Source: an optimization exercise on an open RTL-to-GDS flow (aim: small area). Production flows keep margins and buffers that such runs may drop. Function was checked by simulation only, so behaviour that the tests miss may differ from the original. Power is estimated from default activity; no workload was simulated.

--- flow/run.sh ---
#!/bin/bash
# synth_recipe.tcl (not shown) runs the flow's synth.tcl, then flattens the netlist and writes it again
# the make line also repeats each setting of config.mk as NAME=value (left out here)
make -C /OpenROAD-flow-scripts/flow DESIGN_CONFIG=/design/flow/config.mk WORK_HOME=/design/flow/orfs CLKGATE_MAP_FILE= SYNTH_SCRIPT=/design/flow/synth_recipe.tcl finish
--- flow/config.mk ---
export PLATFORM = sky130hd
export DESIGN_NAME = nco_multi_top
export DESIGN_NICKNAME = nco_multi_top
export VERILOG_FILES = /design/flow/design.v
export SDC_FILE = /design/flow/constraint.sdc
export NUM_CORES = 4
export LEC_CHECK = 0
export CAP_MARGIN = 20
export CORE_MARGIN = 2
export CORE_UTILIZATION = 40
export CTS_BUF_LIST = sky130_fd_sc_hd__clkbuf_4
export CTS_CLUSTER_SIZE = 12
export SLEW_MARGIN = 20
--- flow/constraint.sdc ---
create_clock -name core_clock -period 20.0 [get_ports {clk50mhz}]
set_input_delay 4.0000 -clock core_clock [delete_from_list [all_inputs] [get_ports {clk50mhz}]]
set_output_delay 4.0000 -clock core_clock [all_outputs]
set_load 0.01 [all_outputs]
--- flow/design.v ---
package nco_pkg;
  localparam int acc_width    = 32;    
  localparam int sample_width = 16;    
  localparam int level_width  = 16;    
  localparam logic [1:0] wave_off    = 2'd0;
  localparam logic [1:0] wave_saw    = 2'd1;
  localparam logic [1:0] wave_square = 2'd2;
  localparam logic [1:0] wave_tri    = 2'd3;
  localparam int cfg_width = 26;
  localparam int cfg_note  = 22;    
  localparam int cfg_oct   = 18;    
  localparam int cfg_wave  = 16;
  localparam int cfg_level = 0;
  localparam logic [2:0] st_idle  = 3'd0;
  localparam logic [2:0] st_load  = 3'd1;
  localparam logic [2:0] st_step  = 3'd2;
  localparam logic [2:0] st_shape = 3'd3;
  localparam logic [2:0] st_store = 3'd4;
  function automatic logic [23:0] note_base(input logic [3:0] note);
    case (note)
      4'd0:    note_base = 24'd1463107;
      4'd1:    note_base = 24'd1550108;
      4'd2:    note_base = 24'd1642280;
      4'd3:    note_base = 24'd1739936;
      4'd4:    note_base = 24'd1843398;
      4'd5:    note_base = 24'd1953015;
      4'd6:    note_base = 24'd2069148;
      4'd7:    note_base = 24'd2192180;
      4'd8:    note_base = 24'd2322531;
      4'd9:    note_base = 24'd2460658;
      4'd10:   note_base = 24'd2606975;
      4'd11:   note_base = 24'd2761997;
      default: note_base = 24'd0;
    endcase
  endfunction
  localparam logic [7:0] addr_note_oct = 8'h00;    
  localparam logic [7:0] addr_wave     = 8'h04;
  localparam logic [7:0] addr_level    = 8'h08;
  localparam logic [7:0] voice_stride  = 8'h10;    
endpackage
`timescale 1ns/100ps
module nco_multi_top #(
  parameter  int num_voices = 4,
  localparam int mix_width  = nco_pkg::sample_width + $clog2(num_voices)
) (
  input  logic                        clk50mhz,
  input  logic                        rst_n,
  input  logic                        psel,
  input  logic                        penable,
  input  logic                        pwrite,
  input  logic [7:0]                  paddr,
  input  logic [31:0]                 pwdata,
  output logic [31:0]                 prdata,
  output logic                        pready,
  output logic                        pslverr,
  input  logic                        sample_strobe,
  output logic signed [mix_width-1:0] mix_out,
  output logic                        sample_valid
);
  logic [3:0]  note_q  [4];
  logic [3:0]  oct_q   [4];
  logic [1:0]  wave_q  [4];
  logic [15:0] level_q [4];
  logic       amap;
  logic [1:0] av;
  logic [1:0] af;
  assign av   = paddr[5:4];
  assign af   = paddr[3:2];
  assign amap = (paddr[7:6] == 2'd0) && (paddr[1:0] == 2'd0) && (af != 2'd3);
  assign pready  = 1'b1;
  assign pslverr = !amap;    
  always_comb begin
    prdata = '0;
    if (amap) begin
      case (af)
        2'd0:    prdata[7:0]  = {oct_q[av], note_q[av]};
        2'd1:    prdata[1:0]  = wave_q[av];
        default: prdata[15:0] = level_q[av];
      endcase
    end
  end
  logic        wr;
  logic [15:0] wd;
  assign wr = psel && penable && pwrite && amap;
  assign wd = pwdata[15:0] & {16{rst_n}};
  for (genvar g = 0; g < 4; g++) begin : g_regs
    always_ff @(posedge clk50mhz) begin
      if (!rst_n || (wr && av == g && af == 2'd0)) begin
        note_q[g] <= wd[3:0];
        oct_q[g]  <= wd[7:4];
      end
      if (!rst_n || (wr && av == g && af == 2'd1)) wave_q[g]  <= wd[1:0];
      if (!rst_n || (wr && av == g && af == 2'd2)) level_q[g] <= wd;
    end
  end
  logic [2:0] seg;
  logic [4:0] bitc;
  logic       seg_end;
  logic       last;      
  assign last    = seg[2] && bitc[4] && bitc[0];
  assign seg_end = last || (bitc == 5'd31);
  always_ff @(posedge clk50mhz) begin
    if (!rst_n) begin
      seg  <= '0;
      bitc <= '0;
    end else if (seg_end) begin
      bitc <= '0;
      seg  <= seg[2] ? 3'd0 : seg + 3'd1;
    end else begin
      bitc <= bitc + 5'd1;
    end
  end
  logic       busy;        
  logic       run;         
  logic [1:0] rot;
  logic       acc_zero;    
  always_ff @(posedge clk50mhz) begin
    if (!rst_n) begin
      busy         <= 1'b0;
      run          <= 1'b0;
      rot          <= '0;
      sample_valid <= 1'b0;
      acc_zero     <= 1'b1;
    end else begin
      sample_valid <= run && last && (rot == 2'd3);
      if (sample_strobe && !busy) busy <= 1'b1;
      else if (run && last && (rot == 2'd3)) busy <= 1'b0;
      if (last) begin
        if (run) begin
          rot <= rot + 2'd1;
          if (rot == 2'd3) run <= 1'b0;
          if (rot == 2'd0) acc_zero <= 1'b0;
        end else if (busy || sample_strobe) begin
          run <= 1'b1;
          rot <= '0;
        end
      end
    end
  end
  logic [3:0]  inc_note;
  logic [3:0]  inc_oct;
  logic [5:0]  idx;
  logic [23:0] base;
  logic        inc_bit;
  assign inc_note = note_q[seg[1:0]];
  assign inc_oct  = oct_q[seg[1:0]];
  assign idx      = {1'b0, bitc} - {2'b0, inc_oct};
  assign base     = nco_pkg::note_base(inc_note);
  assign inc_bit  = !idx[5] && !(idx[4] && idx[3]) && base[idx[4:0]];
  logic [145:0] ch;
  logic         head;
  logic         addb;
  logic         tail;
  logic         carry;
  logic [15:0]  p;
  assign head = ch[0] && !(run && (rot == 2'd0) && (seg[2] || acc_zero));
  assign addb = seg[2] ? p[0] : (run && (rot == 2'd0) && inc_bit);
  assign tail = head ^ addb ^ carry;
  always_ff @(posedge clk50mhz) begin
    ch    <= {tail, ch[145:1]};
    carry <= !seg_end && ((head && addb) || (carry && (head ^ addb)));
  end
  assign mix_out = ch[145:128];
  logic        xcur;      
  logic        xprev;     
  logic        a31;       
  logic        stepping;
  logic        shifting;
  logic        lstep;     
  logic [1:0]  wv;
  logic [15:0] lv;
  logic        x;
  logic        addl;
  logic        subl;
  logic [15:0] dv;
  logic [16:0] cy;
  logic [15:0] s;
  always_comb begin
    case (rot)
      2'd0:    xcur = ch[50];
      2'd1:    xcur = ch[82];
      2'd2:    xcur = ch[114];
      default: xcur = ch[0];
    endcase
  end
  always_ff @(posedge clk50mhz) begin
    xprev <= xcur;
    if (bitc == 5'd31 && (seg[1:0] == rot || seg[1:0] == 2'd3) && !seg[2]) a31 <= tail;
  end
  assign stepping = (seg == 3'd3) && bitc[4];
  assign shifting = seg[2];
  assign lstep    = bitc[3:0] == 4'd15;
  assign wv       = wave_q[rot];
  assign lv       = level_q[rot];
  always_comb begin
    case (wv)
      2'd0:    x = lstep;
      2'd1:    x = xcur;
      2'd2:    x = (bitc[3:0] == 4'd0) || !a31;
      default: x = xprev ^ a31;
    endcase
  end
  assign addl = stepping && !lstep && x;
  assign subl = stepping && lstep && !x;
  assign dv    = subl ? ~lv : (addl ? lv : 16'd0);
  assign cy[0] = subl;
  for (genvar k = 0; k < 16; k++) begin : g_add
    assign s[k]    = p[k] ^ dv[k] ^ cy[k];
    assign cy[k+1] = (p[k] & dv[k]) | (cy[k] & (p[k] ^ dv[k]));
  end
  always_ff @(posedge clk50mhz) begin
    p[14:0] <= s[15:1];
    p[15]   <= stepping ? (cy[16] ^ subl) : (shifting && p[15]);
  end
endmodule
==> results.py, run 1 <==
metrics = {
    "status": {
        "status": "complete, no violations",
    },
    "worst_setup_path": {
        "startpoint": "paddr[4]",
        "startpoint_type": "primary input",
        "cp.required_ps": 16000,
        "r2r_start": "rot[0]",
        "critPathCaptureType": "output port",
        "critPathMaxFanout": 30,
        "crit_type": "primary input to output port",
        "crit_arrival_ps": 6430,
    },
    "logic_synthesis": {
        "synth_cell_types": 62,
        "synth_area_per_cell_um2": 13.4,
        "synth_area_leaders": "dfxtp_1 33%, edfxtp_1 30%, mux4_2 5.7%",
        "synth_edf_count": 105,
        "synth_seq_area_share": 0.631,
        "yosys.area.top_type": "dfxtp_1",
        "synth-seq-cells": 283,
        "yosysWarnings": 5,
        "async_flop_share": 0,
        "ys.flop_type": "dfxtp_1",
        "synthTopCellsByCount": "178 x dfxtp_1, 105 x edfxtp_1, 50 x nor2_1",
        "synth.most_common_cell": "dfxtp_1",
        "netlist_instances": 795,
        "syn-cell-area_um2": 10700,
        "synth.top_cell.area_share": 0.335,
    },
    "timing": {
        "period_share": 0.522,
        "clock.fmax_mhz": 95.9,
        "slew_headroom": 0.326,
        "slew_violations": 0,
        "whs_ps": 297,
        "finalSetupTns_ps": 0,
        "grt_setup_unrepaired": "false",
        "setup_violations": 0,
        "period_minus_slack_ps": 10430,
        "clock_skew_ps": 34.7,
        "tightest_slew_ps": 1010,
        "hold_viol": 0,
    },
    "pwr": {
        "p_per_area_nw_per_um2": 96.7,
        "leakage_nw": 4.75,
        "peakVddDrop_mv": 0.0739,
    },
    "clock_network": {
        "cts.hold.buffers_added": 0,
        "cts_max_path_buffers": 3,
        "htree_levels": 3,
        "clock-root-buffer": "clkbuf_4",
        "cts_made_buffers": 71,
        "cts.repair.resized": 0,
        "cts_tree": "done",
        "cts.clk_slew.worst_paths_ps": 70,
        "clk-insertion-delay-late_ps": 670,
        "postCtsSetupBuffers": 0,
        "cts_sinks": 283,
    },
    "grt": {
        "grt_start_max_net_pins": 41,
        "antenna_found_initial": 1,
        "first_global_vias": 6647,
        "grt_use_total": 0.159,
        "grt_overflow": 0,
        "grt_pass1_wl_um": 34800,
    },
    "finish": {
        "nets": 983,
        "synthToLayoutAreaGrowth_pct": 16.4,
        "drive_gt1_frac": 0.179,
        "fin_area_um2": 12400,
        "fin_cells": 1284,
    },
    "placement": {
        "place.gp.congestion": 0.827,
        "placed_area_um2": 11500,
        "portBuffers": 65,
        "post-place-cells": 1155,
        "dp_hpwl_um": 13700,
    },
    "die": {
        "die_area_um2": 27900,
        "initial_core_util": 0.408,
        "die_h_um": 167,
        "io_pins": 99,
        "std_cell_rows": 59,
        "core_area_um2": 26100,
        "die_width_um": 167,
    },
    "detailed_routing": {
        "drc": 0,
        "ant_nets": 0,
        "routed_wl_um": 21600,
        "via_count": 6412,
        "first_iter_violations": 482,
        "first_pass_iters": 17,
        "wire_per_inst_um": 16.8,
        "viasPerCell": 4.99,
    },
    "hold_path": {
        "hold_start": "ch[51]",
        "hold_class": "register to register",
    },
    "job": {
        "cap_viol_max_count": 0,
    },
}
[sequential cells by signal, summed over array words and instances (netlist names), 3 cells and up]
signal   cells
oct_q       16
note_q      16
wave_q       8
p           16
ch         146
level_q     64
seg          3
bitc         5
[logic make-up after synthesis]
family | count (synthesis) | share of synthesized area
XOR/XNOR | 11 | 0.00904
AO/OA/AOI/OAI | 133 | 0.0860
AND/OR/NAND/NOR | 149 | 0.0701
multiplexers | 55 | 0.0847
adder cells (fa/ha/maj) | 43 | 0.0625
other | 2 | 0.000705
flip-flops | 283 | 0.631
buffers and inverters | 119 | 0.0564
[routing by layer]
| layer | wire length [um] | track usage |
|---|---|---|
| met5 | 0 | 0 |
| met4 | 450 | 0.0711 |
| met3 | 1220 | 0.0369 |
| met2 | 10100 | 0.248 |
| met1 | 9790 | 0.214 |
[area by class of cell]
| cell class | instances | area (um2) |
|---|---|---|
| Clock inverter | 25 | 131 |
| Timing Repair Buffer | 84 | 801 |
| Sequential cell | 283 | 6720 |
| Multi-Input combinational cell | 408 | 3390 |
| Antenna cell | 1 | 2.50 |
| Clock buffer | 102 | 766 |
| Fill cell | 2384 | 13700 |
| Tap cell | 335 | 419 |
| Inverter | 46 | 173 |
[power breakdown]
part / switching [mW] / internal, mW
Combinational: 0.0523 / 0.0446
Sequential: 0.0125 / 0.628
Clock: 0.223 / 0.239
[placed cells by master (no fill, tap or decap), types with 5 or more instances in the layout]
cell type        count
a22oi_1             11
edfxtp_1           105
a21oi_1             37
conb_1              17
inv_1               44
clkbuf_4           102
a31oi_1              6
nand3_1              5
buf_4               18
nor2_1              50
clkdlybuf4s50_1     64
xor2_1               5
and3_1              12
mux4_2              27
clkinv_1            15
nor2b_1              8
fa_1                17
and2_1              17
a211oi_1             5
xnor2_1              6
dfxtp_1            178
nand2_1             32
mux2i_1             22
nand3b_1             5
a222oi_1            24
o21ai_0             21
ha_1                26
[critical path, cell delays in order]
cell and delay [ps]:
clkdlybuf4s50_1 460, buf_4 420, mux4_2 570, mux2i_1 180, nor2_1 60, a21oi_1 120
nor2_1 90, clkdlybuf4s50_1 520
[through the flow]
| stage | worst slack, ps | power [mW] | utilization |
|---|---|---|---|
| global placement | 9530 | 0.747 | 0.439 |
| detailed placement | 9550 | 0.748 | 0.439 |
| floorplan | 10700 | 0.719 | - |
| finish | 9570 | 1.20 | 0.474 |
| CTS | 9550 | 1.22 | 0.474 |
| global route | 9440 | 1.26 | 0.474 |
[final timing paths]
| path | to | slack (ps) | depth (start not counted) |
|---|---|---|---|
| worst min register to register | ch[50] | 300 | 0 |
| worst min-delay path | ch[50] | 300 | 0 |
| worst max-delay path | prdata[0] | 9570 | 8 |
| worst max register to register | p[15] | 10650 | 29 |
==> run 2: changes to the inputs <==
--- a/flow/config.mk
+++ b/flow/config.mk
@@ -10,4 +10,2 @@
 export CORE_UTILIZATION = 40
-export CTS_BUF_LIST = sky130_fd_sc_hd__clkbuf_4
-export CTS_CLUSTER_SIZE = 12
 export SLEW_MARGIN = 20
==> run 2 against run 1 <==
Compared with the run above: clock-buffer cell count shrank 63; global-route usage shrank 0.68 points; clock skew shrank 23 ps; first-iteration DRC count grew 17%; critical path type unchanged; largest cell class unchanged; highest routed layer unchanged.
==> results.py, run 2 <==
metrics = {
    "clock_network": {
        "cts.clk_slew.worst_paths_ps": 60,
        "cts_max_path_buffers": 3,
        "cts.hold.buffers_added": 0,
        "htree_levels": 1,
        "cts_tree": "done",
        "cts_made_buffers": 28,
        "cts_sinks": 283,
        "postCtsSetupBuffers": 0,
        "cts.repair.resized": 0,
        "clock-root-buffer": "clkbuf_16",
        "clk-insertion-delay-late_ps": 540,
    },
    "finish": {
        "top_regs": "ch: 146 flops, level_q: 64 flops",
        "nets": 940,
        "final_cell_mix": "178 x dfxtp_1, 105 x edfxtp_1, 64 x clkdlybuf4s50_1, 50 x nor2_1, 44 x inv_1",
        "fillCellCount": 2327,
        "fin_cells": 1208,
        "largest_register": "ch",
        "largest_register_ffs": 146,
        "fin_area_um2": 12400,
        "final_common_cell": "dfxtp_1",
        "drive_gt1_frac": 0.117,
        "synthToLayoutAreaGrowth_pct": 16.4,
        "fin_util": 0.474,
        "diodes": 0,
    },
    "die": {
        "die_area_um2": 27900,
        "std_cell_rows": 59,
        "io_pins": 99,
        "initial_core_util": 0.408,
        "core_area_um2": 26100,
        "die_h_um": 167,
        "die_width_um": 167,
    },
    "placement": {
        "post-place-cells": 1155,
        "dp_hpwl_um": 13700,
        "placed_area_um2": 11500,
        "portBuffers": 65,
        "preCtsSetupSlack_ps": 9550,
        "place.gp.congestion": 0.827,
    },
    "timing": {
        "slew_headroom": 0.333,
        "setup_ws_ps": 9560,
        "setup_violations": 0,
        "clock.fmax_mhz": 95.8,
        "slew_violations": 0,
        "tightest_slew_ps": 1000,
        "hold_viol": 0,
        "period_minus_slack_ps": 10440,
        "period_share": 0.522,
        "whs_ps": 317,
        "grt_setup_unrepaired": "false",
        "clock_skew_ps": 11.3,
        "finalSetupTns_ps": 0,
    },
    "worst_setup_path": {
        "cp.required_ps": 16000,
        "crit_arrival_ps": 6440,
        "critPathMaxFanout": 30,
        "crit_type": "primary input to output port",
        "critPathCaptureType": "output port",
        "startpoint_type": "primary input",
    },
    "pwr": {
        "power_switching_uw": 279,
        "p_per_area_nw_per_um2": 99.3,
        "internal_power_uw": 951,
        "leakage_nw": 4.67,
        "p_sw_frac": 0.227,
        "peakVddDrop_mv": 0.0817,
        "power.total_mw": 1.23,
        "combPwrFrac": 0.079,
        "p_clk_frac": 0.401,
        "power_frac_seq": 0.520,
    },
    "logic_synthesis": {
        "yosys.area.top_type": "dfxtp_1",
        "ys.flop_type": "dfxtp_1",
        "synth_area_leaders": "dfxtp_1 33%, edfxtp_1 30%, mux4_2 5.7%",
        "netlist_instances": 795,
        "synth.most_common_cell": "dfxtp_1",
        "async_flop_share": 0,
        "syn-cell-area_um2": 10700,
        "synth_cell_types": 62,
        "synth_edf_count": 105,
        "yosysWarnings": 5,
        "synth_seq_area_share": 0.631,
        "synth-seq-cells": 283,
        "synth.top_cell.area_share": 0.335,
        "synth_area_per_cell_um2": 13.4,
        "synthTopCellsByCount": "178 x dfxtp_1, 105 x edfxtp_1, 50 x nor2_1",
    },
    "detailed_routing": {
        "viasPerCell": 5.11,
        "via_count": 6176,
        "first_pass_iters": 17,
        "ant_nets": 0,
        "drc": 0,
        "routed_wl_um": 21100,
        "first_iter_violations": 563,
        "wire_per_inst_um": 17.5,
    },
    "hold_path": {
        "hold_class": "register to register",
    },
    "grt": {
        "grt_use_total": 0.153,
        "antenna_found_initial": 0,
        "first_global_vias": 6197,
        "grt_overflow": 0,
        "grt_start_max_net_pins": 41,
        "grt_pass1_wl_um": 33800,
    },
    "job": {
        "cap_viol_max_count": 0,
    },
    "status": {
        "status": "complete, no violations",
    },
}
==> run 2: kinds of logic (layout without fill, tap and decap cells) <==
| family | count (synthesis) | after routing | synth area share |
|---|---|---|---|
| buffers and inverters | 119 | 182 | 0.0564 |
| xor gates and xnor gates | 11 | 11 | 0.00904 |
| DFF | 283 | 283 | 0.631 |
| AOI/OAI and AO/OA | 133 | 133 | 0.0860 |
| and+or+nand+nor | 149 | 149 | 0.0701 |
| other | 2 | 17 | 0.000705 |
| adders and majority gates | 43 | 43 | 0.0625 |
| muxes | 55 | 55 | 0.0847 |
==> run 2: critical path, stage by stage <==
cell	delay, ps
clkdlybuf4s50_1	460
buf_4	420
mux4_2	570
mux2i_1	180
nor2_1	60
a21oi_1	130
nor2_1	90
clkdlybuf4s50_1	520
==> run 2: final timing paths <==
check / cells after the start / slack [ps] / endpoint / start
worst max-delay path: 8 / 9560 / prdata[0] / paddr[4]
worst min-delay path: 0 / 320 / ch[47] / ch[48]
worst max register to register: 29 / 10670 / p[15] / rot[0]
worst min register to register: 0 / 320 / ch[47] / ch[48]
==> run 2: area by class of cell <==
| type | count | area, um2 | area share |
|---|---|---|---|
| Sequential cell | 283 | 6720 | 0.542 |
| Multi-Input combinational cell | 408 | 3390 | 0.274 |
| Timing Repair Buffer | 84 | 808 | 0.0652 |
| Clock buffer | 39 | 792 | 0.0639 |
| Tap cell | 335 | 419 | 0.0338 |
| Inverter | 46 | 173 | 0.0139 |
| Clock inverter | 13 | 96.3 | 0.00777 |
==> run 2: layer usage <==
layer	up-vias	part of all wire	global-route usage
met4	0	0.018	0.0386
met2	195	0.46	0.246
li1	2930	-	-
met5	-	0	0
met1	3017	0.46	0.217
met3	34	0.059	0.0236
==> run 2: power groups by stage <==
| stage | Sequential (mW) | Combinational, mW | Clock [mW] |
|---|---|---|---|
| 3_5_place_dp | 0.653 | 0.0959 | 0 |
| 3_3_place_gp | 0.651 | 0.0960 | 0 |
| 4_1_cts | 0.640 | 0.0965 | 0.507 |
| 2_1_floorplan | 0.648 | 0.0704 | 0 |
| 5_1_grt | 0.643 | 0.106 | 0.528 |
| 6_report | 0.640 | 0.0969 | 0.493 |
==> run 3: changes to the inputs <==
--- a/flow/config.mk
+++ b/flow/config.mk
@@ -10,2 +10,4 @@
 export CORE_UTILIZATION = 40
+export CTS_BUF_LIST = sky130_fd_sc_hd__clkbuf_8
+export CTS_CLUSTER_SIZE = 20
 export SLEW_MARGIN = 20
==> run 3 against run 2 <==
Compared with the run above: register-to-register slack barely moved; utilization barely moved; worst setup slack improved by 5.8 ps; critical endpoint unchanged; largest power group unchanged; highest routed layer unchanged.
==> results.py, run 3 <==
metrics = {
    "detailed_routing": {
        "wire_per_inst_um": 17.2,
        "ant_nets": 0,
        "viasPerCell": 5.06,
        "first_iter_violations": 478,
        "first_pass_iters": 16,
        "drc": 0,
        "via_count": 6251,
        "routed_wl_um": 21300,
    },
    "clock_network": {
        "cts.hold.buffers_added": 0,
        "htree_levels": 2,
        "cts_sinks": 283,
        "cts_made_buffers": 44,
        "postCtsSetupBuffers": 0,
        "cts_max_path_buffers": 3,
        "cts_tree": "done",
        "clock-root-buffer": "clkbuf_8",
        "cts.repair.resized": 0,
        "cts.clk_slew.worst_paths_ps": 60,
        "clk-insertion-delay-late_ps": 550,
    },
    "timing": {
        "period_minus_slack_ps": 10440,
        "whs_ps": 320,
        "hold_viol": 0,
        "slew_headroom": 0.312,
        "finalSetupTns_ps": 0,
        "setup_violations": 0,
        "grt_setup_unrepaired": "false",
        "tightest_slew_ps": 1030,
        "clock_skew_ps": 12.4,
        "slew_violations": 0,
        "clock.fmax_mhz": 95.8,
        "period_share": 0.522,
    },
    "hold_path": {
        "hold_start": "ch[32]",
        "hold_class": "register to register",
    },
    "grt": {
        "grt_pass1_wl_um": 34100,
        "grt_use_total": 0.155,
        "antenna_found_initial": 0,
        "use_met3": 0.0288,
        "grt-busiest-layer": "met2",
        "first_global_vias": 6344,
        "grt_overflow": 0,
        "use_met2": 0.246,
        "grt_use_met1": 0.217,
        "grt_start_max_net_pins": 41,
    },
    "finish": {
        "fillCellCount": 2343,
        "final_cell_mix": "178 x dfxtp_1, 105 x edfxtp_1, 64 x clkdlybuf4s50_1, 63 x inv_1",
        "synthToLayoutAreaGrowth_pct": 16.4,
        "final-seq-area_um2": 6720,
        "nets": 955,
        "diodes": 0,
        "final_common_cell": "dfxtp_1",
        "top_regs": "ch: 146 flops, level_q: 64 flops",
        "multi_input_area_um2": 3390,
        "drive_gt1_frac": 0.130,
        "largest_register": "ch",
        "largest_register_ffs": 146,
    },
    "worst_setup_path": {
        "endpoint": "prdata[0]",
        "reg2regPathDepth": 29,
        "startpoint_type": "primary input",
        "r2r_start": "rot[0]",
        "startpoint": "paddr[4]",
        "r2r_end": "p[15]",
        "critPathMaxFanout": 30,
        "crit_arrival_ps": 6440,
        "rrSetupSlack_ps": 10660,
        "crit_type": "primary input to output port",
        "critPathCaptureType": "output port",
        "cp.required_ps": 16000,
    },
    "logic_synthesis": {
        "ys.flop_type": "dfxtp_1",
        "synth.most_common_cell": "dfxtp_1",
        "synth_seq_area_share": 0.631,
        "synth_area_per_cell_um2": 13.4,
        "synth.top_cell.area_share": 0.335,
        "yosys.area.top_type": "dfxtp_1",
        "yosysWarnings": 5,
        "netlist_instances": 795,
        "synth_edf_count": 105,
        "async_flop_share": 0,
        "synth-seq-cells": 283,
        "synth_area_leaders": "dfxtp_1 33%, edfxtp_1 30%, mux4_2 5.7%",
        "synthTopCellsByCount": "178 x dfxtp_1, 105 x edfxtp_1, 50 x nor2_1",
        "synth_cell_types": 62,
        "syn-cell-area_um2": 10700,
    },
    "pwr": {
        "peakVddDrop_mv": 0.0665,
        "power_frac_seq": 0.523,
        "internal_power_uw": 943,
        "leakage_nw": 4.76,
        "power_switching_uw": 281,
        "p_per_area_nw_per_um2": 98.8,
        "p_clk_frac": 0.399,
        "p_sw_frac": 0.230,
        "combPwrFrac": 0.079,
    },
    "placement": {
        "place.gp.congestion": 0.827,
        "portBuffers": 65,
        "dp_hpwl_um": 13700,
    },
    "die": {
        "io_pins": 99,
        "core_area_um2": 26100,
        "die_area_um2": 27900,
        "initial_core_util": 0.408,
        "die_width_um": 167,
        "std_cell_rows": 59,
        "die_h_um": 167,
    },
    "status": {
        "status": "complete, no violations",
    },
    "job": {
        "cap_viol_max_count": 0,
    },
}
-- run 3: worst max-delay path: stages --
cell             delay (ps)
clkdlybuf4s50_1         470
buf_4                   420
mux4_2                  570
mux2i_1                 170
nor2_1                   60
a21oi_1                 130
nor2_1                   90
clkdlybuf4s50_1         520
-- run 3: power groups by stage --
stage	Clock [mW]	Combinational [mW]	Sequential (mW)
4_1_cts	0.503	0.0965	0.640
2_1_floorplan	0	0.0704	0.648
6_report	0.488	0.0961	0.640
5_1_grt	0.528	0.105	0.643
3_3_place_gp	0	0.0960	0.651
3_5_place_dp	0	0.0959	0.653
-- run 3: stage by stage --
step	util	power (mW)	instances	setup slack (ps)	area [um2]
after global routing	0.474	1.28	1236	9420	12400
after floorplan	-	0.719	810	10700	10700
final	0.474	1.22	1236	9560	12400
after global placement	0.439	0.747	1155	9530	11500
after detailed placement	0.439	0.748	1155	9550	11500
after CTS	0.474	1.24	1236	9540	12400
-- run 3: area by class of cell --
class / count / area share
Sequential cell: 283 / 0.542
Clock buffer: 50 / 0.0555
Clock inverter: 31 / 0.0186
Timing Repair Buffer: 83 / 0.0630
Tap cell: 335 / 0.0338
Multi-Input combinational cell: 408 / 0.273
Inverter: 46 / 0.0139
-- run 3: layer usage --
| layer | vias to the layer above | wire length, um |
|---|---|---|
| li1 | 2968 | - |
| met1 | 3051 | 9800 |
| met2 | 198 | 9890 |
| met3 | 34 | 1190 |
| met4 | 0 | 374 |
| met5 | - | 0 |
-- run 3: cells by family after synthesis --
logic type                 after synthesis  share of synthesized area
other                                    2                   0.000705
buffers and inverters                  119                     0.0564
xor gates and xnor gates                11                    0.00904
adders and majority gates               43                     0.0625
AOI/OAI and AO/OA                      133                     0.0860
muxes                                   55                     0.0847
DFF                                    283                      0.631
and+or+nand+nor                        149                     0.0701
-- run 3: worst min path at each step --
stage | end | slack [ps] | cells past startpoint
floorplan | ch[0] | 310 | 0
global placement | ch[18] | 310 | 0
detailed placement | ch[13] | 310 | 0
CTS | ch[117] | 320 | 0
global route | ch[115] | 320 | 0
finish | ch[31] | 320 | 0
==> run 4: changes to the inputs <==
--- a/flow/design.v
+++ b/flow/design.v
@@ -71,10 +71,14 @@
   assign pslverr = !amap;    
+  logic [3:0] rsel_n;
+  logic [3:0] rsel_w;
+  logic [3:0] rsel_l;
   always_comb begin
     prdata = '0;
-    if (amap) begin
-      case (af)
-        2'd0:    prdata[7:0]  = {oct_q[av], note_q[av]};
-        2'd1:    prdata[1:0]  = wave_q[av];
-        default: prdata[15:0] = level_q[av];
-      endcase
+    for (int g = 0; g < 4; g++) begin
+      rsel_n[g] = amap && (av == g) && (af == 2'd0);
+      rsel_w[g] = amap && (av == g) && (af == 2'd1);
+      rsel_l[g] = amap && (av == g) && (af == 2'd2);
+      prdata[15:0] = prdata[15:0] | ({8'd0, oct_q[g], note_q[g]} & {16{rsel_n[g]}})
+                                  | ({14'd0, wave_q[g]} & {16{rsel_w[g]}})
+                                  | (level_q[g] & {16{rsel_l[g]}});
     end
@@ -107,3 +111,3 @@
       bitc <= '0;
-      seg  <= seg[2] ? 3'd0 : seg + 3'd1;
+      seg  <= seg[2] ? 3'b000 : {seg[1] && !seg[0], seg[1] || seg[0], !seg[1]};
     end else begin
@@ -114,3 +118,3 @@
   logic       run;         
-  logic [1:0] rot;
+  logic [1:0] rot;         
   logic       acc_zero;    
@@ -124,9 +128,9 @@
     end else begin
-      sample_valid <= run && last && (rot == 2'd3);
+      sample_valid <= run && last && (rot == 2'd2);
       if (sample_strobe && !busy) busy <= 1'b1;
-      else if (run && last && (rot == 2'd3)) busy <= 1'b0;
+      else if (run && last && (rot == 2'd2)) busy <= 1'b0;
       if (last) begin
         if (run) begin
-          rot <= rot + 2'd1;
-          if (rot == 2'd3) run <= 1'b0;
+          rot <= {rot[0], !rot[1]};
+          if (rot == 2'd2) run <= 1'b0;
           if (rot == 2'd0) acc_zero <= 1'b0;
@@ -142,3 +146,3 @@
   logic [5:0]  idx;
-  logic [23:0] base;
+  logic [31:0] col;       
   logic        inc_bit;
@@ -147,4 +151,26 @@
   assign idx      = {1'b0, bitc} - {2'b0, inc_oct};
-  assign base     = nco_pkg::note_base(inc_note);
-  assign inc_bit  = !idx[5] && !(idx[4] && idx[3]) && base[idx[4:0]];
+  assign col[0] = (inc_note[1] && inc_note[3]) || (!inc_note[0] && !inc_note[1] && !inc_note[2]) || (inc_note[0] && !inc_note[1] && inc_note[2]);
+  assign col[1] = (!inc_note[0] && !inc_note[1]) || (!inc_note[0] && inc_note[3]) || (!inc_note[1] && inc_note[2]) || (!inc_note[1] && inc_note[3]);
+  assign col[2] = (inc_note[2]) || (inc_note[1] && inc_note[3]) || (inc_note[0] && !inc_note[1] && !inc_note[3]);
+  assign col[3] = (!inc_note[0] && inc_note[1]) || (inc_note[1] && inc_note[3]) || (inc_note[0] && !inc_note[1] && !inc_note[2] && !inc_note[3]);
+  assign col[4] = (inc_note[0] && !inc_note[1]) || (inc_note[1] && inc_note[2]) || (!inc_note[0] && inc_note[1] && inc_note[3]);
+  assign col[5] = (inc_note[0] && inc_note[2]) || (!inc_note[0] && inc_note[3]) || (inc_note[1] && !inc_note[2] && !inc_note[3]) || (!inc_note[1] && inc_note[3]);
+  assign col[6] = (!inc_note[0] && !inc_note[1]) || (!inc_note[0] && inc_note[3]) || (!inc_note[1] && inc_note[2]) || (!inc_note[1] && inc_note[3]);
+  assign col[7] = (!inc_note[0] && inc_note[2]) || (!inc_note[1] && inc_note[2]) || (inc_note[0] && !inc_note[1] && inc_note[3]) || (inc_note[0] && inc_note[1] && !inc_note[2] && !inc_note[3]);
+  assign col[8] = (inc_note[1] && inc_note[3]) || (!inc_note[1] && !inc_note[2] && !inc_note[3]) || (inc_note[0] && inc_note[3]) || (!inc_note[0] && !inc_note[2] && !inc_note[3]) || (inc_note[0] && inc_note[1] && inc_note[2]);
+  assign col[9] = (!inc_note[0] && inc_note[1]) || (!inc_note[1] && !inc_note[2] && !inc_note[3]) || (inc_note[1] && inc_note[2]) || (inc_note[0] && !inc_note[1] && !inc_note[2]);
+  assign col[10] = (inc_note[1] && !inc_note[2]) || (inc_note[0] && !inc_note[1] && !inc_note[3]);
+  assign col[11] = (inc_note[1] && !inc_note[2] && !inc_note[3]) || (inc_note[0] && !inc_note[1] && inc_note[3]) || (inc_note[0] && !inc_note[1] && inc_note[2]);
+  assign col[12] = (inc_note[1] && inc_note[2]) || (!inc_note[0] && !inc_note[1] && !inc_note[2]);
+  assign col[13] = (!inc_note[0] && !inc_note[1] && inc_note[3]) || (!inc_note[0] && !inc_note[1] && inc_note[2]) || (inc_note[0] && inc_note[1] && inc_note[3]) || (inc_note[0] && inc_note[1] && inc_note[2]) || (inc_note[0] && !inc_note[1] && !inc_note[2] && !inc_note[3]);
+  assign col[14] = (inc_note[0] && inc_note[2]) || (!inc_note[0] && inc_note[3]) || (!inc_note[0] && !inc_note[1] && !inc_note[2]);
+  assign col[15] = (inc_note[0] && !inc_note[1]) || (inc_note[0] && !inc_note[2] && !inc_note[3]) || (!inc_note[0] && inc_note[1] && inc_note[3]) || (!inc_note[0] && inc_note[1] && inc_note[2]);
+  assign col[16] = (inc_note[0] && !inc_note[1]) || (!inc_note[0] && inc_note[1]) || (inc_note[0] && inc_note[2]) || (!inc_note[0] && inc_note[3]);
+  assign col[17] = (inc_note[1] && inc_note[3]) || (!inc_note[1] && !inc_note[2] && !inc_note[3]) || (!inc_note[0] && inc_note[3]) || (inc_note[0] && inc_note[1] && !inc_note[2]) || (!inc_note[0] && inc_note[1] && inc_note[2]);
+  assign col[18] = (!inc_note[1] && !inc_note[3]) || (inc_note[0] && !inc_note[1]) || (!inc_note[0] && inc_note[2]) || (!inc_note[0] && inc_note[1] && inc_note[3]);
+  assign col[19] = (!inc_note[0] && inc_note[2]) || (inc_note[0] && inc_note[1] && !inc_note[2]) || (!inc_note[1] && inc_note[2]) || (!inc_note[0] && inc_note[1] && !inc_note[3]);
+  assign col[20] = (!inc_note[1] && !inc_note[3]) || (!inc_note[2] && !inc_note[3]) || (!inc_note[0] && inc_note[2]);
+  assign col[21] = (inc_note[3]) || (inc_note[0] && inc_note[1] && inc_note[2]);
+  assign col[31:22] = '0;
+  assign inc_bit  = !idx[5] && !(inc_note[3] && inc_note[2]) && col[idx[4:0]];
   logic [145:0] ch;
@@ -181,3 +207,3 @@
       2'd1:    xcur = ch[82];
-      2'd2:    xcur = ch[114];
+      2'd3:    xcur = ch[114];
       default: xcur = ch[0];
@@ -187,5 +213,5 @@
     xprev <= xcur;
-    if (bitc == 5'd31 && (seg[1:0] == rot || seg[1:0] == 2'd3) && !seg[2]) a31 <= tail;
-  end
-  assign stepping = (seg == 3'd3) && bitc[4];
+    if (bitc == 5'd31 && (seg[1:0] == rot || seg[1:0] == 2'd2) && !seg[2]) a31 <= tail;
+  end
+  assign stepping = (seg == 3'b010) && bitc[4];
   assign shifting = seg[2];
==> flow/flow/run.sh (new file) <==
#!/bin/bash
# Standard ORFS layout (the standard.sh, standard synthesis unchanged) with two
# placement/CTS settings changed:
#  - port buffers are sky130_fd_sc_hd__buf_1 (every input and output still gets one);
#  - the clock tree uses clkbuf_8 with larger sink clusters and no dummy loads.
# make's full output goes to flow_make.log here; ORFS's per-step logs stay in orfs/logs.
set -euo pipefail
bash standard.sh \
  'BUFFER_PORTS_ARGS=-buffer_cell sky130_fd_sc_hd__buf_1' \
  'CTS_ARGS=-sink_clustering_enable -repair_clock_nets -buf_list sky130_fd_sc_hd__clkbuf_8 -sink_clustering_size 15 -sink_clustering_max_diameter 100 -sink_buffer_max_cap_derate 1.0 -dont_use_dummy_load' \
  finish > flow_make.log 2>&1
test -s out/final.def
==> flow/standard.sh (new file) <==
#!/bin/bash
# synth_recipe.tcl (not shown) runs the flow's synth.tcl, then flattens the netlist and writes it again
# the make line also repeats each setting of config.mk as NAME=value (left out here)
make -C /OpenROAD-flow-scripts/flow DESIGN_CONFIG=/design/flow/config.mk WORK_HOME=/design/flow/orfs CLKGATE_MAP_FILE= SYNTH_SCRIPT=/design/flow/synth_recipe.tcl "${@:-finish}"
--- a/flow/config.mk
+++ b/flow/config.mk
@@ -10,4 +10,2 @@
 export CORE_UTILIZATION = 40
-export CTS_BUF_LIST = sky130_fd_sc_hd__clkbuf_8
-export CTS_CLUSTER_SIZE = 20
 export SLEW_MARGIN = 20
removed: flow/run.sh
==> run 4 against run 3 <==
Compared with the run above: still clean; power down 22%; worst hold slack better by 2.4 ps; flip-flop and latch count stayed put; global-route usage fell by 0.80 points; utilization shrank 4.4 points; clock power is 47% lower; die area down 2.2%; worst setup slack lost 30 ps; critical path type unchanged; critical endpoint is now prdata[1].
==> results.py, run 4 <==
metrics = {
    "die": {
        "die_area_um2": 27300,
        "std_cell_rows": 59,
        "initial_core_util": 0.404,
        "core_area_um2": 25800,
        "die_width_um": 165,
        "io_pins": 99,
        "die_h_um": 165,
    },
    "logic_synthesis": {
        "synth_compound_area_frac": 0.0923,
        "synth_cell_types": 65,
        "synth_mux_area_frac": 0.0840,
        "synth_area_per_cell_um2": 13.9,
        "synth.top_cell.area_share": 0.342,
        "synth_area_leaders": "dfxtp_1 34%, edfxtp_1 30%, mux4_2 5.6%",
        "netlist_instances": 751,
        "synth_edf_count": 105,
        "ys.flop_type": "dfxtp_1",
        "async_flop_share": 0,
        "yosysWarnings": 5,
        "synth-simple-area-share": 0.0644,
        "syn-cell-area_um2": 10400,
        "synthXorXnorAreaFrac": 0.00757,
        "synth-seq-cells": 283,
        "synth_adder_area_share": 0.0471,
        "synth_seq_area_share": 0.645,
        "synth_top_family_by_area": "compound AO/OA/AOI/OAI gates",
        "synthTopCellsByCount": "178 x dfxtp_1, 105 x edfxtp_1, 42 x inv_1",
        "synth.most_common_cell": "dfxtp_1",
        "yosys.area.top_type": "dfxtp_1",
    },
    "worst_setup_path": {
        "reg2regPathDepth": 26,
        "max_stage_delay_ps": 540,
        "startpoint_type": "primary input",
        "cp_common_cell": "buf_1",
        "critPathCaptureType": "output port",
        "worst_path_max_delay_cell": "or4_1",
        "rrSetupSlack_ps": 11020,
        "crit_buf_inv": 3,
        "crit_type": "primary input to output port",
        "cp.required_ps": 16000,
        "worstSetupPathDepth": 10,
        "r2r_end": "p[15]",
        "crit_arrival_ps": 6470,
        "startpoint": "paddr[7]",
        "critPathMaxFanout": 16,
        "crit_chain": "buf_1 > or4_1 > a21oi_2 > inv_1 > or3_1 > nor2_4 > a22o_1 > a221oi_1 > o211ai_1 > buf_1",
        "path_delay_family": "simple AND/OR/NAND/NOR gates",
        "endpoint": "prdata[1]",
        "r2r_start": "rot[0]",
    },
    "pwr": {
        "power.total_uw": 956,
        "internal_power_uw": 741,
        "leakage_nw": 3.99,
        "p_sw_frac": 0.225,
        "peakVddDrop_mv": 0.0738,
        "power_switching_uw": 215,
        "p_per_area_nw_per_um2": 86.3,
        "power_frac_seq": 0.655,
        "combPwrFrac": 0.073,
        "p_clk_frac": 0.273,
    },
    "grt": {
        "grt_start_max_net_pins": 41,
        "grt_use_total": 0.147,
        "antenna_found_initial": 0,
        "grt_overflow": 0,
        "grt_pass1_wl_um": 31200,
        "first_global_vias": 5630,
    },
    "clock_network": {
        "clock-root-buffer": "clkbuf_8",
        "cts_tree": "done",
        "cts.repair.resized": 0,
        "cts_max_path_buffers": 3,
        "cts.hold.buffers_added": 0,
        "cts_sinks": 283,
        "clk-insertion-delay-late_ps": 530,
        "postCtsSetupBuffers": 0,
        "htree_levels": 1,
        "cts_made_buffers": 22,
        "cts.clk_slew.worst_paths_ps": 80,
    },
    "finish": {
        "nets": 874,
        "multi_input_area_um2": 3140,
        "fillCellCount": 2345,
        "final_cell_mix": "178 x dfxtp_1, 105 x edfxtp_1, 65 x buf_1, 42 x inv_1, 34 x a22oi_1",
        "final-seq-area_um2": 6720,
        "drive_gt1_frac": 0.103,
        "final_common_cell": "dfxtp_1",
        "largest_register": "ch",
        "largest_register_ffs": 146,
        "top_regs": "ch: 146 flops, level_q: 64 flops",
        "synthToLayoutAreaGrowth_pct": 6.47,
        "diodes": 0,
        "fin_area_um2": 11100,
    },
    "timing": {
        "setup_violations": 0,
        "period_share": 0.523,
        "hold_viol": 0,
        "grt_setup_unrepaired": "false",
        "clock_skew_ps": 20.0,
        "clock.fmax_mhz": 95.5,
        "period_minus_slack_ps": 10470,
        "slew_headroom": 0.339,
        "slew_violations": 0,
        "tightest_slew_ps": 984,
        "setup_ws_ps": 9530,
        "finalSetupTns_ps": 0,
    },
    "placement": {
        "preCtsSetupSlack_ps": 9510,
        "placed_area_um2": 10800,
        "portBuffers": 65,
        "place.gp.congestion": 0.827,
        "dp_hpwl_um": 12700,
    },
    "job": {
        "cap_viol_max_count": 0,
    },
    "detailed_routing": {
        "viasPerCell": 5.11,
        "first_iter_violations": 322,
        "via_count": 5785,
        "first_pass_iters": 5,
        "ant_nets": 0,
        "drc": 0,
        "wire_per_inst_um": 17.5,
        "routed_wl_um": 19800,
    },
    "hold_path": {
        "hold_depth": 0,
        "hold_class": "register to register",
    },
    "status": {
        "status": "complete, no violations",
    },
}
-- run 4: changes by cell type after synthesis, sizes merged, moves of 4 or more --
cell / before / now
a211oi: 5 / 1
a21oi: 37 / 19
a221oi: 0 / 11
a222oi: 24 / 0
a22o: 0 / 9
a22oi: 11 / 35
and3: 12 / 5
clkbuf: 23 / 18
ha: 26 / 12
mux2i: 23 / 18
nand3: 5 / 11
nor2: 50 / 33
o21ai: 25 / 29
or2: 1 / 5
-- run 4: cell families (layout without fill, tap and decap cells) --
| group | count (synthesis) | after routing |
|---|---|---|
| buffers and inverters | 112 | 143 |
| adder cells (fa/ha/maj) | 29 | 29 |
| multiplexers | 51 | 51 |
| XOR/XNOR | 9 | 9 |
| other | 2 | 17 |
| AND/OR/NAND/NOR | 130 | 130 |
| flip-flops | 283 | 283 |
| AO/OA/AOI/OAI | 135 | 135 |
-- run 4: worst min-delay path by stage --
stage	from	endpoint	slack [ps]
after detailed placement	ch[27]	ch[26]	310
after floorplan	ch[1]	ch[0]	310
after global routing	ch[11]	ch[10]	330
final	ch[18]	ch[17]	320
after CTS	ch[18]	ch[17]	320
after global placement	ch[127]	ch[126]	310
-- run 4: worst reg2reg max path, delay by kind of cell, from the launching register on --
family          cells  cell delay, ps
compound gates      2             270
xor+xnor            1              90
fa+ha+maj          16            5670
buf+inv             2             490
flops               1             320
mux                 3            1390
simple gates        2             670
-- run 4: final cells by class --
cell class,count,area share
clock buffer,22,0.0273
inverter,44,0.0149
multi-input combinational,371,0.284
sequential,283,0.606
tap,335,0.0378
timing repair buffer,77,0.0302
-- run 4: per-stage QoR --
stage                      util  hold WS (ps)  std cells
final                     0.430           322       1132
after global routing      0.430           327       1132
after CTS                 0.430           324       1132
after detailed placement  0.418           312       1110
after global placement    0.418           311       1110
after floorplan               -           310        766
-- run 4: power groups by stage --
stage / registers [mW] / clock network, mW / logic, mW
6_report: 0.626 / 0.261 / 0.0693
5_1_grt: 0.628 / 0.294 / 0.0762
4_1_cts: 0.626 / 0.273 / 0.0687
3_5_place_dp: 0.639 / 0 / 0.0685
3_3_place_gp: 0.639 / 0 / 0.0684
2_1_floorplan: 0.636 / 0 / 0.0535
-- run 4: routing by layer --
metal / share of wire / track usage / vias up
li1: - / - / 2728
met1: 0.48 / 0.217 / 2844
met2: 0.44 / 0.226 / 183
met3: 0.064 / 0.0272 / 30
met4: 0.017 / 0.0376 / 0
met5: 0 / 0 / -
==> run 5: changes to the inputs <==
--- a/flow/design.v
+++ b/flow/design.v
@@ -71,14 +71,10 @@
   assign pslverr = !amap;    
-  logic [3:0] rsel_n;
-  logic [3:0] rsel_w;
-  logic [3:0] rsel_l;
   always_comb begin
     prdata = '0;
-    for (int g = 0; g < 4; g++) begin
-      rsel_n[g] = amap && (av == g) && (af == 2'd0);
-      rsel_w[g] = amap && (av == g) && (af == 2'd1);
-      rsel_l[g] = amap && (av == g) && (af == 2'd2);
-      prdata[15:0] = prdata[15:0] | ({8'd0, oct_q[g], note_q[g]} & {16{rsel_n[g]}})
-                                  | ({14'd0, wave_q[g]} & {16{rsel_w[g]}})
-                                  | (level_q[g] & {16{rsel_l[g]}});
+    if (amap) begin
+      case (af)
+        2'd0:    prdata[7:0]  = {oct_q[av], note_q[av]};
+        2'd1:    prdata[1:0]  = wave_q[av];
+        default: prdata[15:0] = level_q[av];
+      endcase
     end
==> run 5 against run 4 <==
Compared with the run above: worst hold slack worse by 4.1 ps; largest power group unchanged; via count down 3.2%; clock-buffer cell count stayed put; first-iteration DRC count up 41%; combinational power up 21%; critical endpoint is now prdata[0]; utilization grew 0.29 points; largest cell class unchanged; critical path type unchanged; power rose by 1.7%; clock skew increased by 12 ps; maximum frequency increased by 5.1%; cell area grew 1.5%.
==> results.py, run 5 <==
metrics = {
    "logic_synthesis": {
        "yosysWarnings": 5,
        "synth.top_cell.area_share": 0.338,
        "synth_seq_area_share": 0.636,
        "synth_edf_count": 105,
        "synthXorXnorAreaFrac": 0.00664,
        "synth_top_family_by_area": "multiplexers",
        "synth_area_leaders": "dfxtp_1 34%, edfxtp_1 30%, mux4_2 11%",
        "synth_mux_area_frac": 0.140,
        "synth-seq-cells": 283,
        "synth_cell_types": 62,
        "syn-cell-area_um2": 10600,
        "ys.flop_type": "dfxtp_1",
        "synth_area_per_cell_um2": 14.7,
        "synth_compound_area_frac": 0.0487,
        "yosys.area.top_type": "dfxtp_1",
        "async_flop_share": 0,
        "synth_adder_area_share": 0.0465,
        "netlist_instances": 719,
        "synth-simple-area-share": 0.0659,
        "synthTopCellsByCount": "178 x dfxtp_1, 105 x edfxtp_1, 53 x mux4_2",
        "synth.most_common_cell": "dfxtp_1",
    },
    "pwr": {
        "power.total_uw": 972,
        "peakVddDrop_mv": 0.0833,
        "p_per_area_nw_per_um2": 86.4,
        "leakage_nw": 4.08,
    },
    "timing": {
        "period_minus_slack_ps": 9960,
        "clock_skew_ps": 31.5,
        "whs_ps": 318,
        "clock.fmax_mhz": 100,
        "tightest_slew_ps": 980,
        "grt_setup_unrepaired": "false",
        "period_share": 0.498,
        "slew_headroom": 0.342,
        "hold_viol": 0,
        "slew_violations": 0,
        "setup_violations": 0,
        "finalSetupTns_ps": 0,
    },
    "detailed_routing": {
        "ant_nets": 0,
        "wire_per_inst_um": 18.1,
        "viasPerCell": 5.09,
        "routed_wl_um": 20000,
        "first_iter_violations": 454,
        "first_pass_iters": 5,
        "via_count": 5597,
        "drc": 0,
    },
    "grt": {
        "grt_use_total": 0.144,
        "grt_overflow": 0,
        "first_global_vias": 5554,
        "antenna_found_initial": 0,
        "grt_start_max_net_pins": 41,
        "grt_pass1_wl_um": 31500,
    },
    "worst_setup_path": {
        "r2r_start": "rot[1]",
        "crit_type": "primary input to output port",
        "cp.required_ps": 16000,
        "reg2regPathDepth": 26,
        "startpoint_type": "primary input",
        "startpoint": "paddr[4]",
        "critPathCaptureType": "output port",
        "critPathMaxFanout": 30,
        "crit_arrival_ps": 5960,
    },
    "die": {
        "initial_core_util": 0.406,
        "die_area_um2": 27700,
        "die_width_um": 166,
        "io_pins": 99,
        "std_cell_rows": 59,
        "die_h_um": 166,
        "core_area_um2": 26000,
    },
    "finish": {
        "final_common_cell": "dfxtp_1",
        "synthToLayoutAreaGrowth_pct": 6.60,
        "fin_area_um2": 11300,
        "largest_register": "ch",
        "final_cell_mix": "178 x dfxtp_1, 105 x edfxtp_1, 63 x buf_1, 53 x mux4_2, 42 x inv_1",
        "nets": 842,
        "diodes": 0,
        "top_regs": "ch: 146 flops, level_q: 64 flops",
        "drive_gt1_frac": 0.137,
        "largest_register_ffs": 146,
        "fin_cells": 1100,
    },
    "clock_network": {
        "clock-root-buffer": "clkbuf_8",
        "cts_sinks": 283,
        "cts_tree": "done",
        "cts.hold.buffers_added": 0,
        "htree_levels": 1,
        "postCtsSetupBuffers": 0,
        "cts_max_path_buffers": 3,
        "clk-insertion-delay-late_ps": 540,
        "cts.clk_slew.worst_paths_ps": 100,
        "cts_made_buffers": 22,
        "cts.repair.resized": 0,
    },
    "placement": {
        "place.gp.congestion": 0.816,
        "placed_area_um2": 10900,
        "dp_hpwl_um": 12700,
        "portBuffers": 65,
        "post-place-cells": 1078,
    },
    "status": {
        "status": "complete, no violations",
    },
    "hold_path": {
        "hold_class": "register to register",
        "hold_depth": 0,
        "hold_start": "ch[39]",
    },
    "job": {
        "cap_viol_max_count": 0,
    },
}
-- run 5: cell types whose count changed after synthesis, sizes merged, moves of 5 or more --
cell | before | now
mux4 | 28 | 54
a221oi | 11 | 2
nand2 | 30 | 17
nor4 | 1 | 6
a22o | 9 | 1
a22oi | 35 | 6
and3 | 5 | 13
-- run 5: per-stage QoR --
step                utilization  setup slack (ps)
floorplan                     -             10570
global placement          0.421             10010
detailed placement        0.421             10020
CTS                       0.433             10020
global route              0.433              9920
finish                    0.433             10040
-- run 5: cells by family (layout without fill, tap and decap cells) --
logic type,count (synthesis),count (layout)
xor gates and xnor gates,8,8
DFF,283,283
adders and majority gates,29,29
muxes,79,79
AOI/OAI and AO/OA,79,79
other,2,17
and+or+nand+nor,128,128
buffers and inverters,111,142
-- run 5: area by class of cell --
cell class / instances / area [um2]
fill: 2392 / 14700
sequential: 283 / 6720
multi-input combinational: 340 / 3310
tap: 335 / 419
timing repair buffer: 77 / 337
clock buffer: 22 / 303
inverter: 43 / 161
-- run 5: worst max-delay path, stage by stage --
cell	delay, ps
clkbuf_2	700
mux4_2	610
mux2i_1	140
nor2_1	70
a21oi_1	200
nor2_1	70
buf_1	150
-- run 5: report_power, final --
part | internal (mW) | switching (mW) | leakage [nW]
Sequential | 0.617 | 0.00823 | 2.44
Combinational | 0.0364 | 0.0477 | 1.47
Clock | 0.0989 | 0.165 | 0.158
-- run 5: worst paths after layout --
kind | to | slack (ps)
worst min-delay path | ch[38] | 320
worst min register to register | ch[38] | 320
worst max register to register | p[15] | 10780
worst max-delay path | prdata[0] | 10040
-- run 5: metal layers --
layer,vias up,global-route usage,routed length (um)
met1,2798,0.208,9340
met3,23,0.0216,1030
met5,-,0,0
met2,163,0.230,9280
met4,0,0.0334,298
li1,2613,-,-
==> run 6: changes to the inputs <==
--- a/flow/design.v
+++ b/flow/design.v
@@ -71,10 +71,14 @@
   assign pslverr = !amap;    
+  logic [3:0] rsel_n;
+  logic [3:0] rsel_w;
+  logic [3:0] rsel_l;
   always_comb begin
     prdata = '0;
-    if (amap) begin
-      case (af)
-        2'd0:    prdata[7:0]  = {oct_q[av], note_q[av]};
-        2'd1:    prdata[1:0]  = wave_q[av];
-        default: prdata[15:0] = level_q[av];
-      endcase
+    for (int g = 0; g < 4; g++) begin
+      rsel_n[g] = amap && (av == g) && (af == 2'd0);
+      rsel_w[g] = amap && (av == g) && (af == 2'd1);
+      rsel_l[g] = amap && (av == g) && (af == 2'd2);
+      prdata[15:0] = prdata[15:0] | ({8'd0, oct_q[g], note_q[g]} & {16{rsel_n[g]}})
+                                  | ({14'd0, wave_q[g]} & {16{rsel_w[g]}})
+                                  | (level_q[g] & {16{rsel_l[g]}});
     end
==> flow/flow/run.sh (replaced) <==
#!/bin/bash
# Standard ORFS layout (the standard.sh, standard synthesis unchanged) with these changes:
#  - after floorplan, the combinational logic is re-mapped for area with OpenROAD's
#    restructure (registers untouched), see flow/remap.tcl; it maps onto a copy of the
#    library without the platform's don't-use cells (flow/libfilter.py);
#  - port buffers are sky130_fd_sc_hd__buf_1 (every input and output still gets one);
#  - the clock tree uses clkbuf_8 with larger sink clusters and no dummy loads.
# Each tool's full output goes to a log file here; ORFS's per-step logs stay in orfs/logs.
set -euo pipefail
KNOBS=(
  'BUFFER_PORTS_ARGS=-buffer_cell sky130_fd_sc_hd__buf_1'
  'CTS_ARGS=-sink_clustering_enable -repair_clock_nets -buf_list sky130_fd_sc_hd__clkbuf_8 -sink_clustering_size 15 -sink_clustering_max_diameter 100 -sink_buffer_max_cap_derate 1.0 -dont_use_dummy_load'
)
bash standard.sh "${KNOBS[@]}" floorplan > flow_make_floorplan.log 2>&1
R=orfs/results/$FLOW_PLATFORM/nco_multi_top/base
mkdir -p remap
python3 flow/libfilter.py $FLOW_HOME/platforms/sky130hd/lib/sky130_fd_sc_hd__tt_025C_1v80.lib \
  remap/usable.lib 'sky130_fd_sc_hd__lpflow_*' 'sky130_fd_sc_hd__probe*' > flow_libfilter.log 2>&1
ODB_IN=$R/2_floorplan.odb ODB_OUT=$R/2_floorplan.odb SDC_IN=$R/2_floorplan.sdc \
  openroad -no_init -exit flow/remap.tcl > flow_remap.log 2>&1
bash standard.sh "${KNOBS[@]}" finish > flow_make_finish.log 2>&1
test -s out/final.def
==> flow/flow/libfilter.py (new file) <==
#!/usr/bin/env python3
"""Copy a liberty file without the cells that match any of the given glob patterns
(the platform's don't-use cells), so that a remapping step cannot pick them."""
import fnmatch
import re
import sys

src, dst, *patterns = sys.argv[1:]
text = open(src).read()
out = []
pos = 0
for m in re.finditer(r'\n(\s*)cell\s*\(\s*"?([\w]+)"?\s*\)\s*\{', text):
    if m.start() < pos:
        continue
    name = m.group(2)
    if not any(fnmatch.fnmatch(name, p) for p in patterns):
        continue
    depth = 0
    i = m.end() - 1
    while True:
        c = text[i]
        if c == '{':
            depth += 1
        elif c == '}':
            depth -= 1
            if depth == 0:
                break
        i += 1
    out.append(text[pos:m.start()])
    pos = i + 1
out.append(text[pos:])
open(dst, 'w').write(''.join(out))
==> flow/flow/remap.tcl (new file) <==
# Area re-mapping of the combinational logic between the registers (OpenROAD restructure).
set lib $::env(FLOW_HOME)/platforms/sky130hd/lib/sky130_fd_sc_hd__tt_025C_1v80.lib
read_db $::env(ODB_IN)
read_liberty $lib
read_sdc $::env(SDC_IN)
source $::env(FLOW_HOME)/platforms/sky130hd/setRC.tcl
remove_buffers
report_design_area
restructure -target area -liberty_file remap/usable.lib \
  -tielo_port sky130_fd_sc_hd__conb_1/LO -tiehi_port sky130_fd_sc_hd__conb_1/HI \
  -work_dir remap -abc_logfile remap/abc.log
report_design_area
report_worst_slack -max
write_db $::env(ODB_OUT)
==> run 6 against run 5 <==
Compared with the run above: critical endpoint unchanged; utilization is 1.9 points lower; still clean on timing, DRC and antenna; combinational power is about 20% higher; non-clock buffer count is 1 higher; highest routed layer unchanged; register-to-register slack better by 110 ps.
==> results.py, run 6 <==
metrics = {
    "logic_synthesis": {
        "synth_area_per_cell_um2": 13.9,
        "ys.flop_type": "dfxtp_1",
        "synth_cell_types": 65,
        "synth_edf_count": 105,
        "synthXorXnorAreaFrac": 0.00757,
        "async_flop_share": 0,
        "synth.most_common_cell": "dfxtp_1",
        "synth_compound_area_frac": 0.0923,
        "synth_adder_area_share": 0.0471,
        "synth_mux_area_frac": 0.0840,
        "yosys.area.top_type": "dfxtp_1",
        "synth_area_leaders": "dfxtp_1 34%, edfxtp_1 30%, mux4_2 5.6%",
        "syn-cell-area_um2": 10400,
        "synth_top_family_by_area": "compound AO/OA/AOI/OAI gates",
        "synthTopCellsByCount": "178 x dfxtp_1, 105 x edfxtp_1, 42 x inv_1",
        "netlist_instances": 751,
        "yosysWarnings": 5,
        "synth-simple-area-share": 0.0644,
        "synth_seq_area_share": 0.645,
        "synth-seq-cells": 283,
        "synth.top_cell.area_share": 0.342,
    },
    "worst_setup_path": {
        "crit_arrival_ps": 6790,
        "critPathMaxFanout": 16,
        "startpoint": "paddr[6]",
        "cp.required_ps": 16000,
        "startpoint_type": "primary input",
        "rrSetupSlack_ps": 10890,
        "critPathCaptureType": "output port",
        "r2r_start": "rot[1]",
        "crit_type": "primary input to output port",
    },
    "hold_path": {
        "hold_start": "ch[125]",
        "hold_class": "register to register",
    },
    "die": {
        "die_h_um": 165,
        "core_area_um2": 25800,
        "initial_core_util": 0.404,
        "io_pins": 99,
        "die_width_um": 165,
        "die_area_um2": 27300,
        "std_cell_rows": 59,
    },
    "finish": {
        "nets": 944,
        "drive_gt1_frac": 0.0446,
        "fin_area_um2": 10700,
        "largest_register_ffs": 146,
        "top_regs": "ch: 146 flops, level_q: 64 flops",
        "fin_util": 0.414,
        "synthToLayoutAreaGrowth_pct": 2.45,
        "final_cell_mix": "178 x dfxtp_1, 105 x edfxtp_1, 84 x o22ai_1, 72 x nor2_1, 65 x buf_1",
        "final_common_cell": "dfxtp_1",
        "largest_register": "ch",
        "fillCellCount": 2409,
    },
    "job": {
        "cap_viol_max_count": 0,
    },
    "grt": {
        "antenna_found_initial": 1,
        "grt_overflow": 0,
        "first_global_vias": 6260,
        "grt_use_total": 0.156,
        "grt_pass1_wl_um": 33200,
        "grt_start_max_net_pins": 42,
    },
    "placement": {
        "preCtsSetupSlack_ps": 9260,
        "dp_hpwl_um": 13800,
        "portBuffers": 65,
        "placed_area_um2": 10400,
        "place.gp.congestion": 0.855,
    },
    "status": {
        "status": "complete, no violations",
    },
    "detailed_routing": {
        "wire_per_inst_um": 17.5,
        "viasPerCell": 5.45,
        "ant_nets": 0,
        "via_count": 6717,
        "routed_wl_um": 21600,
        "first_pass_iters": 5,
        "drc": 0,
        "first_iter_violations": 646,
    },
    "timing": {
        "setup_ws_ps": 9210,
        "clock_skew_ps": 38.6,
        "period_share": 0.540,
        "finalSetupTns_ps": 0,
        "setup_violations": 0,
        "slew_violations": 0,
        "hold_viol": 0,
        "slew_headroom": 0.301,
        "period_minus_slack_ps": 10790,
        "clock.fmax_mhz": 92.7,
        "whs_ps": 325,
        "tightest_slew_ps": 1040,
        "grt_setup_unrepaired": "false",
    },
    "clock_network": {
        "cts_sinks": 283,
        "htree_levels": 1,
        "cts.hold.buffers_added": 0,
        "clock-root-buffer": "clkbuf_8",
        "cts.clk_slew.worst_paths_ps": 90,
        "postCtsSetupBuffers": 0,
        "cts_max_path_buffers": 3,
        "clk-insertion-delay-late_ps": 530,
        "cts.repair.resized": 0,
        "cts_made_buffers": 22,
        "cts_tree": "done",
    },
    "pwr": {
        "leakage_nw": 3.64,
        "p_per_area_nw_per_um2": 94.9,
        "peakVddDrop_mv": 0.0709,
    },
}
[run 6: metrics by stage]
| step | total power, mW | std cells |
|---|---|---|
| 6_report | 1.01 | 1232 |
| 5_1_grt | 1.06 | 1232 |
| 4_1_cts | 1.02 | 1231 |
| 3_5_place_dp | 0.764 | 1209 |
| 3_3_place_gp | 0.762 | 1209 |
| 2_1_floorplan | 0.690 | 766 |
[run 6: worst paths after layout]
| kind | depth (start not counted) | end |
|---|---|---|
| min reg2reg | 0 | ch[124] |
| min | 0 | ch[124] |
| max | 9 | prdata[0] |
| max reg2reg | 42 | p[15] |
[run 6: report_power, final]
group | internal, mW | switching (mW) | leakage, nW | total [mW]
combinational | 0.0379 | 0.0629 | 1.03 | 0.101
clock | 0.0988 | 0.161 | 0.158 | 0.260
sequential | 0.632 | 0.0194 | 2.45 | 0.651
[run 6: critical path: stages]
cell and delay [ps]:
buf_1 70, nor4_1 410, o21ai_0 290, nor3_1 330, clkinv_1 210, nor2_2 790, a222oi_1 240, o311ai_0 210
buf_1 220
[run 6: cell families (layout without fill, tap and decap cells)]
| family | count (synthesis) | after routing |
|---|---|---|
| xor gates and xnor gates | 9 | 0 |
| other | 2 | 18 |
| DFF | 283 | 283 |
| and+or+nand+nor | 130 | 177 |
| muxes | 51 | 0 |
| AOI/OAI and AO/OA | 135 | 282 |
| buffers and inverters | 112 | 137 |
| adders and majority gates | 29 | 0 |
[run 6: layer usage]
metal	global-route usage	share of wire	wire, um	vias to the layer above
met5	0	0	0	-
met4	0.0415	0.019	405	0
met3	0.0267	0.087	1880	37
met2	0.245	0.44	9470	315
met1	0.223	0.46	9830	3167
li1	-	-	-	3198
[run 6: final cells by class]
cell class / instances / area (um2) / share of cell area
multi-input cells: 476 / 2740 / 0.257
flip-flops and latches: 283 / 6720 / 0.630
inverters: 37 / 139 / 0.0130
clock buffers: 22 / 303 / 0.0284
well taps: 335 / 419 / 0.0393
repair buffers: 78 / 342 / 0.0320
diodes: 1 / 2.50 / 0.000235

-- afterwards: timing with drivers on the ports --
The results above use ideal ports. As a check the final layouts listed here were re-extracted and re-timed, cells and wires unchanged. Step 1: set_driving_cell puts a clkbuf_16 on clk50mhz and a buf_2 on each other input, an assumption about the parent block. Step 2 adds t to the input delays and takes it off the output delays; t is the mean of the earliest and latest rising clock arrival at the registers after step 1. Input paths then give back, and output paths get back, about the clock's delay inside the block. Three values: no drivers, after step 1, after step 2; two values: the first two.
run | shift t [ns] | setup WS [ns] | worst setup path after step 2 | worst register clock-pin slew, ns | cell pins on the clock port's net
run 1 | 0.691 | 9.570 / 9.537 / 9.537 | input to output | 0.08 / 0.08 | 1
run 2 | 0.574 | 9.558 / 9.527 / 9.527 | input to output | 0.07 / 0.07 | 1
run 3 | 0.589 | 9.564 / 9.526 / 9.526 | input to output | 0.06 / 0.06 | 1
run 4 | 0.568 | 9.534 / 9.512 / 9.512 | input to output | 0.11 / 0.11 | 1
run 5 | 0.565 | 10.039 / 10.008 / 10.008 | input to output | 0.10 / 0.10 | 1
run 6 | 0.555 | 9.209 / 9.187 / 9.187 | input to output | 0.10 / 0.10 | 1
After both steps setup and hold are still met in every run listed. The setup slack of run 3, which loses most, moves by -0.038 ns with the drivers and by -0.038 ns with both steps.
